What follows belongs to an exercise in optimizing a design on an open flow for a short achievable clock period and few clock cycles per item; a production flow would make more cautious choices. The RTL was checked by simulation tests, not by an equivalence proof against the original design.

==> run a: inputs <==
==> flow/design.v <==
package mem_bus_pkg;
    localparam int WORD_W = 32;
    typedef logic [WORD_W-1:0] word_t;
endpackage
package cache_cfg_pkg;
    localparam int NUM_SETS    = 8;
    localparam int NUM_WAYS    = 2;
    localparam int BLOCK_WORDS = 2;
    localparam int IDX_W     = 3;
    localparam int BLKOFF_W  = 1;
    localparam int BYTEOFF_W = 2;
    localparam int TAG_W     = 32 - IDX_W - BLKOFF_W - BYTEOFF_W;
    localparam int NUM_FRAMES = NUM_SETS * NUM_WAYS;
    localparam int FRAME_W    = $clog2(NUM_FRAMES);
    localparam logic [FRAME_W-1:0] LAST_FRAME = FRAME_W'(NUM_FRAMES - 1);
    typedef struct packed {
        logic [TAG_W-1:0]     tag;
        logic [IDX_W-1:0]     idx;
        logic [BLKOFF_W-1:0]  blkoff;
        logic [BYTEOFF_W-1:0] byteoff;
    } cache_addr_t;
    typedef struct packed {
        logic                              valid;
        logic                              dirty;
        logic [TAG_W-1:0]                  tag;
        logic [BLOCK_WORDS-1:0][32-1:0]    data;
    } cache_frame_t;
endpackage
module dcache_top (
    input  logic               CLK,
    input  logic               nRST,
    input  logic               dmem_ren,
    input  logic               dmem_wen,
    input  mem_bus_pkg::word_t dmem_addr,
    input  mem_bus_pkg::word_t dmem_store,
    input  logic               halt,
    input  mem_bus_pkg::word_t wb_dat_r,
    input  logic               wb_ack,
    output mem_bus_pkg::word_t dmem_load,
    output logic               dhit,
    output logic               flushed,
    output logic               wb_cyc,
    output logic               wb_stb,
    output logic               wb_we,
    output mem_bus_pkg::word_t wb_adr,
    output mem_bus_pkg::word_t wb_dat_w
);
    localparam int NWB = 4;               
    logic [15:0] valid_q;
    logic [15:0] dirty_q;
    logic [7:0]  lru_q;                   
    logic [25:0] tag_q  [16];
    logic [31:0] data_q [32];
    logic        dhit_q;
    logic [31:0] load_q;
    logic        p_wen;
    logic [3:0]  p_frame;
    logic        p_blk;
    logic [31:0] p_store;
    logic        acc_q;
    logic [25:0] acc_tag;
    logic        f_busy;
    logic [3:0]  f_frame;
    logic [1:0]  f_have;                  
    logic        stb_q;
    logic        we_q;
    logic [31:0] adr_q;
    logic [31:0] dat_q;
    logic        k_rd1;                   
    logic        k_rd2;                   
    logic        k_wb;                    
    logic        k_fl;                    
    logic [NWB-1:0] wv;
    logic [28:0]    wb_a  [NWB];
    logic [31:0]    wb_d0 [NWB];
    logic [31:0]    wb_d1 [NWB];
    logic           wb_word;              
    logic        fl_word;
    logic [3:0]  fl_sel;
    logic        flushed_q;
    logic        req;
    logic        ev;
    logic [2:0]  idx;
    logic        blk;
    logic [25:0] tag;
    logic [15:0] fmatch;
    logic        m0;
    logic        m1;
    logic        hit;
    logic [3:0]  vframe;
    logic        pend0;
    logic        pend1;
    logic        rd_ack;
    logic        fwd;
    logic        vdirty;
    logic        hazard;
    logic        can_bus;
    logic        can_acc;
    logic        accept;
    logic        ld_done;
    logic        st_done;
    logic [31:0] d0;
    logic [31:0] d1;
    assign req    = dmem_ren || dmem_wen;
    assign ev     = req && !dhit_q && !acc_q;
    assign idx    = dmem_addr[5:3];
    assign blk    = dmem_addr[2];
    assign tag    = dmem_addr[31:6];
    always_comb begin
        for (int f = 0; f < 16; f++) begin
            fmatch[f] = valid_q[f] && (tag_q[f] == tag);
        end
    end
    assign m0     = fmatch[{1'b0, idx}];
    assign m1     = fmatch[{1'b1, idx}];
    assign hit    = m0 || m1;
    assign vframe = {lru_q[idx], idx};
    assign vdirty = dirty_q[vframe];
    assign d0     = data_q[{1'b0, idx, blk}];
    assign d1     = data_q[{1'b1, idx, blk}];
    logic [31:0] ld0;
    logic [31:0] ld1;
    assign ld0 = (acc_q || pend0) ? wb_dat_r : d0;
    assign ld1 = (acc_q || pend1) ? wb_dat_r : d1;
    assign pend0  = f_busy && (f_frame == {1'b0, idx}) && !f_have[blk];
    assign pend1  = f_busy && (f_frame == {1'b1, idx}) && !f_have[blk];
    assign rd_ack = wb_ack && (k_rd1 || k_rd2);
    assign fwd    = rd_ack && (adr_q[2] == blk);
    always_comb begin
        hazard = 1'b0;
        for (int i = 0; i < NWB; i++) begin
            if (wv[i] && wb_a[i] == dmem_addr[31:3]) hazard = 1'b1;
        end
    end
    logic miss_q;                         
    logic hazard_q;
    logic wr_avail;
    logic first_slot;
    logic acc_first;
    logic acc_wait;
    assign can_bus    = !stb_q || (wb_ack && !k_rd1);
    assign wr_avail   = stb_q ? a_v : i_v;
    assign first_slot = ev && !miss_q && can_bus && !wr_avail;
    assign acc_first  = first_slot && !hit && !(vdirty && wv[NWB-1]) && !hazard;
    assign acc_wait   = ev && miss_q && can_bus && !(vdirty && wv[NWB-1]) && !hazard_q;
    assign accept     = acc_first || acc_wait;
    assign ld_done = dmem_ren && ((ev && ((m0 && (!pend0 || fwd)) || (m1 && (!pend1 || fwd))))
                                  || (acc_q && rd_ack));
    assign st_done = dmem_wen && ((ev && hit) || accept);
    logic        halt_q;
    logic        halt_q2;
    logic [15:0] fmask;
    logic [3:0]  fsel_q;
    logic        fsel_v;
    logic [3:0]  f_pick;
    logic        f_any;
    logic [31:0] c_adr;
    logic [31:0] c_d0;
    logic [31:0] c_d1;
    logic [31:0] fl_d1;
    always_comb begin
        f_pick = '0;
        f_any  = 1'b0;
        for (int f = 15; f >= 0; f--) begin
            if (fmask[f]) begin
                f_pick = 4'(f);
                f_any  = 1'b1;
            end
        end
    end
    assign c_adr = {tag_q[fsel_q], fsel_q[2:0], 1'b0, 2'b00};
    assign c_d0  = data_q[{fsel_q, 1'b0}];
    assign c_d1  = data_q[{fsel_q, 1'b1}];
    logic        i_v;
    logic        i_wb;
    logic [31:0] i_adr;
    logic [31:0] i_dat;
    logic        i_fword;
    logic [3:0]  i_fsel;
    always_comb begin
        i_v     = 1'b0;
        i_wb    = 1'b0;
        i_adr   = {wb_a[0], wb_word, 2'b00};
        i_dat   = wb_word ? wb_d1[0] : wb_d0[0];
        i_fword = 1'b0;
        i_fsel  = fsel_q;
        if (wv[0]) begin
            i_v  = 1'b1;
            i_wb = 1'b1;
        end else if (halt_q2 && fsel_v) begin
            i_v   = 1'b1;
            i_adr = c_adr;
            i_dat = c_d0;
        end
    end
    logic        a_v;
    logic        a_rd;
    logic        a_wb;
    logic        a_fl;
    logic [31:0] a_adr;
    logic [31:0] a_dat;
    logic        a_fword;
    logic [3:0]  a_fsel;
    always_comb begin
        a_v     = 1'b0;
        a_rd    = 1'b0;
        a_wb    = 1'b0;
        a_fl    = 1'b0;
        a_adr   = adr_q ^ 32'd4;
        a_dat   = wb_d1[0];
        a_fword = 1'b0;
        a_fsel  = fl_sel;
        if (k_rd1) begin
            a_v  = 1'b1;
            a_rd = 1'b1;
        end else if (k_wb && !wb_word) begin
            a_v  = 1'b1;
            a_wb = 1'b1;
        end else if (k_wb && wv[1]) begin
            a_v   = 1'b1;
            a_wb  = 1'b1;
            a_adr = {wb_a[1], 1'b0, 2'b00};
            a_dat = wb_d0[1];
        end else if (k_rd2 && wv[0]) begin
            a_v   = 1'b1;
            a_wb  = 1'b1;
            a_adr = {wb_a[0], wb_word, 2'b00};
            a_dat = wb_word ? wb_d1[0] : wb_d0[0];
        end else if (k_fl && !fl_word) begin
            a_v     = 1'b1;
            a_fl    = 1'b1;
            a_fword = 1'b1;
            a_dat   = fl_d1;
        end else if (halt_q2 && fsel_v && !(k_wb && wb_word && wv[1])) begin
            a_v    = 1'b1;
            a_fl   = 1'b1;
            a_fsel = fsel_q;
            a_adr  = c_adr;
            a_dat  = c_d0;
        end
    end
    logic        n_stb;
    logic        n_we;
    logic [31:0] n_adr;
    logic [31:0] n_dat;
    logic        n_rd1;
    logic        n_rd2;
    logic        n_wb;
    logic        n_fl;
    logic        n_fword;
    logic [3:0]  n_fsel;
    logic [31:0] o_adr;
    always_comb begin
        if (stb_q && !wb_ack) begin
            n_stb = 1'b1;
            n_we  = we_q;
            o_adr = adr_q;
            n_rd1 = k_rd1;
            n_rd2 = k_rd2;
            n_wb  = k_wb;
            n_fl  = k_fl;
        end else if (stb_q) begin
            n_stb = a_v;
            n_we  = !a_rd;
            o_adr = a_adr;
            n_rd1 = 1'b0;
            n_rd2 = a_rd;
            n_wb  = a_wb;
            n_fl  = a_fl;
        end else begin
            n_stb = i_v;
            n_we  = 1'b1;
            o_adr = i_adr;
            n_rd1 = 1'b0;
            n_rd2 = 1'b0;
            n_wb  = i_wb;
            n_fl  = i_v && !i_wb;
        end
        if (accept) begin
            n_stb = 1'b1;
            n_we  = 1'b0;
            n_rd1 = 1'b1;
            n_rd2 = 1'b0;
            n_wb  = 1'b0;
            n_fl  = 1'b0;
        end
        n_adr = (first_slot || acc_wait) ? {dmem_addr[31:3], blk ^ dmem_wen, 2'b00} : o_adr;
        n_dat   = !stb_q ? i_dat : wb_ack ? a_dat : dat_q;
        n_fword = !stb_q ? i_fword : wb_ack ? a_fword : fl_word;
        n_fsel  = !stb_q ? i_fsel : wb_ack ? a_fsel : fl_sel;
    end
    logic           wb_pop;
    logic           wb_push;
    logic [NWB-1:0] wv_sh;
    assign wb_pop  = wb_ack && k_wb && wb_word;
    assign wb_push = acc_q && dirty_q[f_frame];
    assign wv_sh   = wb_pop ? (wv >> 1) : wv;
    logic flush_done;
    assign flush_done = halt_q2 && !wb_push && !n_stb && !(f_busy && !(k_rd2 && wb_ack)) && !wv_sh[0]
                        && (fmask == '0) && !(k_fl && !(wb_ack && fl_word));
    logic fl_start;
    assign fl_start = !stb_q ? (i_v && !i_wb) : (wb_ack && a_fl && !a_fword);
    always_ff @(posedge CLK, negedge nRST) begin
        if (!nRST) begin
            dhit_q    <= 1'b0;
            acc_q     <= 1'b0;
            f_busy    <= 1'b0;
            f_have    <= 2'b00;
            f_frame   <= '0;
            stb_q     <= 1'b0;
            we_q      <= 1'b0;
            k_rd1     <= 1'b0;
            k_rd2     <= 1'b0;
            k_wb      <= 1'b0;
            k_fl      <= 1'b0;
            fl_word   <= 1'b0;
            fl_sel    <= '0;
            wv        <= '0;
            wb_word   <= 1'b0;
            valid_q   <= '0;
            dirty_q   <= '0;
            lru_q     <= '0;
            flushed_q <= 1'b0;
            halt_q    <= 1'b0;
            miss_q    <= 1'b0;
            halt_q2   <= 1'b0;
            fsel_v    <= 1'b0;
            fmask     <= '0;
        end else begin
            dhit_q  <= ld_done || st_done;
            acc_q   <= accept;
            stb_q   <= n_stb;
            we_q    <= n_we;
            k_rd1   <= n_rd1;
            k_rd2   <= n_rd2;
            k_wb    <= n_wb;
            k_fl    <= n_fl;
            fl_word <= n_fword;
            fl_sel  <= n_fsel;
            if (rd_ack) f_have[adr_q[2]] <= 1'b1;
            if (k_rd2 && wb_ack) f_busy <= 1'b0;
            if (!f_busy || (k_rd2 && wb_ack)) begin
                f_frame <= vframe;
                f_have  <= 2'b00;
            end
            if (accept) f_busy <= 1'b1;
            if (wb_ack && k_wb) wb_word <= !wb_word;
            wv <= wv_sh;
            if (wb_push) begin
                for (int i = 0; i < NWB; i++) begin
                    if (!wv_sh[i] && (i == 0 || wv_sh[i > 0 ? i - 1 : 0])) wv[i] <= 1'b1;
                end
            end
            if (acc_q) begin
                valid_q[f_frame] <= 1'b1;
                dirty_q[f_frame] <= 1'b0;
            end
            if (wb_ack && k_fl && fl_word) dirty_q[fl_sel] <= 1'b0;
            if (dhit_q) begin
                lru_q[p_frame[2:0]] <= !p_frame[3];
                if (p_wen) begin
                    dirty_q[p_frame] <= 1'b1;
                    if (f_busy && p_frame == f_frame) f_have[p_blk] <= 1'b1;
                end
            end
            if (flush_done) flushed_q <= 1'b1;
            halt_q  <= halt;
            miss_q  <= ev && !hit && !accept;
            halt_q2 <= halt_q;
            fsel_v  <= f_any;
            if (!halt_q) fmask <= dirty_q;
            else if (fl_start) fmask[fsel_q] <= 1'b0;
        end
    end
    always_ff @(posedge CLK) begin
        adr_q <= n_adr;
        dat_q <= n_dat;
        fsel_q <= f_pick;
        hazard_q <= hazard;
        if (!(k_fl && !fl_word)) fl_d1 <= c_d1;
        load_q <= m1 ? ld1 : ld0;
        if (!dhit_q) begin
            p_wen   <= dmem_wen;
            p_frame <= {acc_q ? f_frame[3] : hit ? m1 : lru_q[idx], idx};
            p_blk   <= blk;
            p_store <= dmem_store;
        end
        if (!acc_q) acc_tag <= tag;
        if (acc_q) tag_q[f_frame] <= acc_tag;
        for (int i = 0; i < NWB; i++) begin
            if (wb_push && !wv_sh[i] && (i == 0 || wv_sh[i > 0 ? i - 1 : 0])) begin
                wb_a[i]  <= {tag_q[f_frame], f_frame[2:0]};
                wb_d0[i] <= data_q[{f_frame, 1'b0}];
                wb_d1[i] <= data_q[{f_frame, 1'b1}];
            end else if (wb_pop && i < NWB - 1) begin
                wb_a[i]  <= wb_a[i < NWB - 1 ? i + 1 : i];
                wb_d0[i] <= wb_d0[i < NWB - 1 ? i + 1 : i];
                wb_d1[i] <= wb_d1[i < NWB - 1 ? i + 1 : i];
            end
        end
        if (rd_ack && !f_have[adr_q[2]]) data_q[{f_frame, adr_q[2]}] <= wb_dat_r;
        if (dhit_q && p_wen) data_q[{p_frame, p_blk}] <= p_store;
    end
    assign dhit      = dhit_q;
    assign dmem_load = load_q;
    assign flushed   = flushed_q;
    assign wb_cyc    = stb_q;
    assign wb_stb    = stb_q;
    assign wb_we     = we_q;
    assign wb_adr    = adr_q;
    assign wb_dat_w  = dat_q;
endmodule
==> flow/flow/run.sh <==
#!/bin/bash
# The standard ORFS layout (standard.sh), unchanged except that timing
# repair aims for more setup slack than the flow settings allow (the clock
# period and constraints stay the design's). Make's full output goes to
# standard_make.log here; ORFS keeps each step's log under orfs/logs/.
set -euo pipefail
cd "$(dirname "${BASH_SOURCE[0]}")/.."
bash standard.sh SETUP_SLACK_MARGIN=8 finish > standard_make.log 2>&1
test -s out/final.def
==> flow/standard.sh <==
#!/bin/bash
# synth_recipe.tcl (not shown) runs the flow's synth.tcl, then flattens the netlist and writes it again
# the make line also repeats each setting of config.mk as NAME=value (left out here)
make -C /OpenROAD-flow-scripts/flow DESIGN_CONFIG=/design/flow/config.mk WORK_HOME=/design/flow/orfs CLKGATE_MAP_FILE= SYNTH_SCRIPT=/design/flow/synth_recipe.tcl "${@:-finish}"
==> flow/config.mk <==
export PLATFORM = sky130hd
export DESIGN_NAME = dcache_top
export DESIGN_NICKNAME = dcache_top
export VERILOG_FILES = /design/flow/design.v
export SDC_FILE = /design/flow/constraint.sdc
export NUM_CORES = 4
export LEC_CHECK = 0
export CAP_MARGIN = 20
export CORE_MARGIN = 2
export CORE_UTILIZATION = 40
export SLEW_MARGIN = 20
==> flow/constraint.sdc <==
create_clock -name core_clock -period 9.0 [get_ports {CLK}]
set_input_delay 1.8000 -clock core_clock [delete_from_list [all_inputs] [get_ports {CLK}]]
set_output_delay 1.8000 -clock core_clock [all_outputs]
set_load 0.01 [all_outputs]
==> inputs of run b, as changes to run a <==
--- a/flow/design.v
+++ b/flow/design.v
@@ -140,11 +140,37 @@
     logic acc_wait;
     assign can_bus    = !stb_q || (wb_ack && !k_rd1);
     assign wr_avail   = stb_q ? a_v : i_v;
-    assign first_slot = ev && !miss_q && can_bus && !wr_avail;
-    assign acc_first  = first_slot && !hit && !(vdirty && wv[NWB-1]) && !hazard;
+    localparam int PB = 8;
+    logic [15:0] pmatch;
+    logic pm0;
+    logic pm1;
+    logic pmiss;
+    always_comb begin
+        for (int f = 0; f < 16; f++) begin
+            pmatch[f] = valid_q[f] && (tag_q[f][PB-1:0] == tag[PB-1:0]);
+        end
+    end
+    assign pm0   = pmatch[{1'b0, idx}];
+    assign pm1   = pmatch[{1'b1, idx}];
+    assign pmiss = !pm0 && !pm1;
+    assign first_slot = ev && !miss_q && can_bus && (!wr_avail || (pmiss && !(vdirty && wv[NWB-1])));
+    logic phazard;
+    always_comb begin
+        phazard = 1'b0;
+        for (int i = 0; i < NWB; i++) begin
+            if (wv[i] && wb_a[i][7:0] == dmem_addr[10:3]) phazard = 1'b1;
+        end
+    end
+    assign acc_first  = first_slot && !hit && !(vdirty && wv[NWB-1]) && !phazard;
     assign acc_wait   = ev && miss_q && can_bus && !(vdirty && wv[NWB-1]) && !hazard_q;
     assign accept     = acc_first || acc_wait;
-    assign ld_done = dmem_ren && ((ev && ((m0 && (!pend0 || fwd)) || (m1 && (!pend1 || fwd))))
+    logic amb;
+    logic amb_q;
+    logic m1_q;
+    logic sel1;
+    assign amb  = pm0 && pm1;
+    assign sel1 = amb_q ? m1_q : pm1;
+    assign ld_done = dmem_ren && ((ev && (!amb || amb_q) && ((m0 && (!pend0 || fwd)) || (m1 && (!pend1 || fwd))))
                                   || (acc_q && rd_ack));
     assign st_done = dmem_wen && ((ev && hit) || accept);
     logic        halt_q;
@@ -276,10 +302,10 @@
             n_wb  = i_wb;
             n_fl  = i_v && !i_wb;
         end
-        if (accept) begin
-            n_stb = 1'b1;
+        if (first_slot || acc_wait) begin
+            n_stb = accept;
             n_we  = 1'b0;
-            n_rd1 = 1'b1;
+            n_rd1 = accept;
             n_rd2 = 1'b0;
             n_wb  = 1'b0;
             n_fl  = 1'b0;
@@ -322,6 +348,7 @@
             lru_q     <= '0;
             flushed_q <= 1'b0;
             halt_q    <= 1'b0;
+            amb_q     <= 1'b0;
             miss_q    <= 1'b0;
             halt_q2   <= 1'b0;
             fsel_v    <= 1'b0;
@@ -365,6 +392,7 @@
             end
             if (flush_done) flushed_q <= 1'b1;
             halt_q  <= halt;
+            amb_q   <= ev && amb && !amb_q;
             miss_q  <= ev && !hit && !accept;
             halt_q2 <= halt_q;
             fsel_v  <= f_any;
@@ -378,7 +406,8 @@
         fsel_q <= f_pick;
         hazard_q <= hazard;
         if (!(k_fl && !fl_word)) fl_d1 <= c_d1;
-        load_q <= m1 ? ld1 : ld0;
+        load_q <= sel1 ? ld1 : ld0;
+        m1_q   <= m1;
         if (!dhit_q) begin
             p_wen   <= dmem_wen;
             p_frame <= {acc_q ? f_frame[3] : hit ? m1 : lru_q[idx], idx};
==> flow/run.sh (new file) <==
#!/bin/bash
# synth_recipe.tcl (not shown) runs the flow's synth.tcl, then flattens the netlist and writes it again
# the make line also repeats each setting of config.mk as NAME=value (left out here)
make -C /OpenROAD-flow-scripts/flow DESIGN_CONFIG=/design/flow/config.mk WORK_HOME=/design/flow/orfs CLKGATE_MAP_FILE= SYNTH_SCRIPT=/design/flow/synth_recipe.tcl finish
--- a/flow/config.mk
+++ b/flow/config.mk
@@ -5,7 +5,8 @@
 export SDC_FILE = /design/flow/constraint.sdc
 export NUM_CORES = 4
 export LEC_CHECK = 0
-export CAP_MARGIN = 20
+export CAP_MARGIN = 30
 export CORE_MARGIN = 2
 export CORE_UTILIZATION = 40
+export SETUP_SLACK_MARGIN = 5
 export SLEW_MARGIN = 20
removed: flow/flow/run.sh
removed: flow/standard.sh
==> results by group <==
Status
  – Halt Stage: global routing
  – Tool Error: [ERROR GRT-0232] Routing congestion too high. Check the congestion heatmap in the GUI.
  – Status: aborted with a tool error

Clock tree
  – Clock sinks: 2093
the above is filed under run a

==> results by group <==
Status
  – Status: complete, but fails checks
  – SO Viols: antenna violations

Cells and area
  – Seq/total area: 0.451

Clock tree
  – Clock sinks: 2095

Route
  – Final ANT Viol Nets: 1
the above is filed under run b

Testbench counts of run a, summed over its fixed seeds: cycles 16,002, accesses 4,800.
Testbench counts of run b, summed over its fixed seeds: cycles 15,652, accesses 4,800.

[what the ideal ports hide]
The results above use ideal ports. As a check the final layout listed here was re-extracted and re-timed, cells and wires unchanged. Step 1 (the two cells are an assumption about what drives the block):
set clk [get_ports {CLK}]
set_driving_cell -lib_cell sky130_fd_sc_hd__clkbuf_16 $clk
set_driving_cell -lib_cell sky130_fd_sc_hd__buf_2 [delete_from_list [all_inputs] $clk]
Step 2, shift: input delay + t, output delay - t, t = (earliest + latest rising clock arrival at the registers) / 2. This alone moves slack from input paths to output paths. Slacks: ideal / step 1 / step 2; pairs: ideal / step 1.
run: run b
t, ns: 1.032
slack for setup (ns): 4.780 / 4.780 / 3.844
worst setup path at the end: input to register
clock arrival spread, ns: 0.110 / 0.110
cell pins on the clock port's net: 1
The setup slack of run b moves by 0.000 ns with the drivers and by -0.936 ns with both steps.
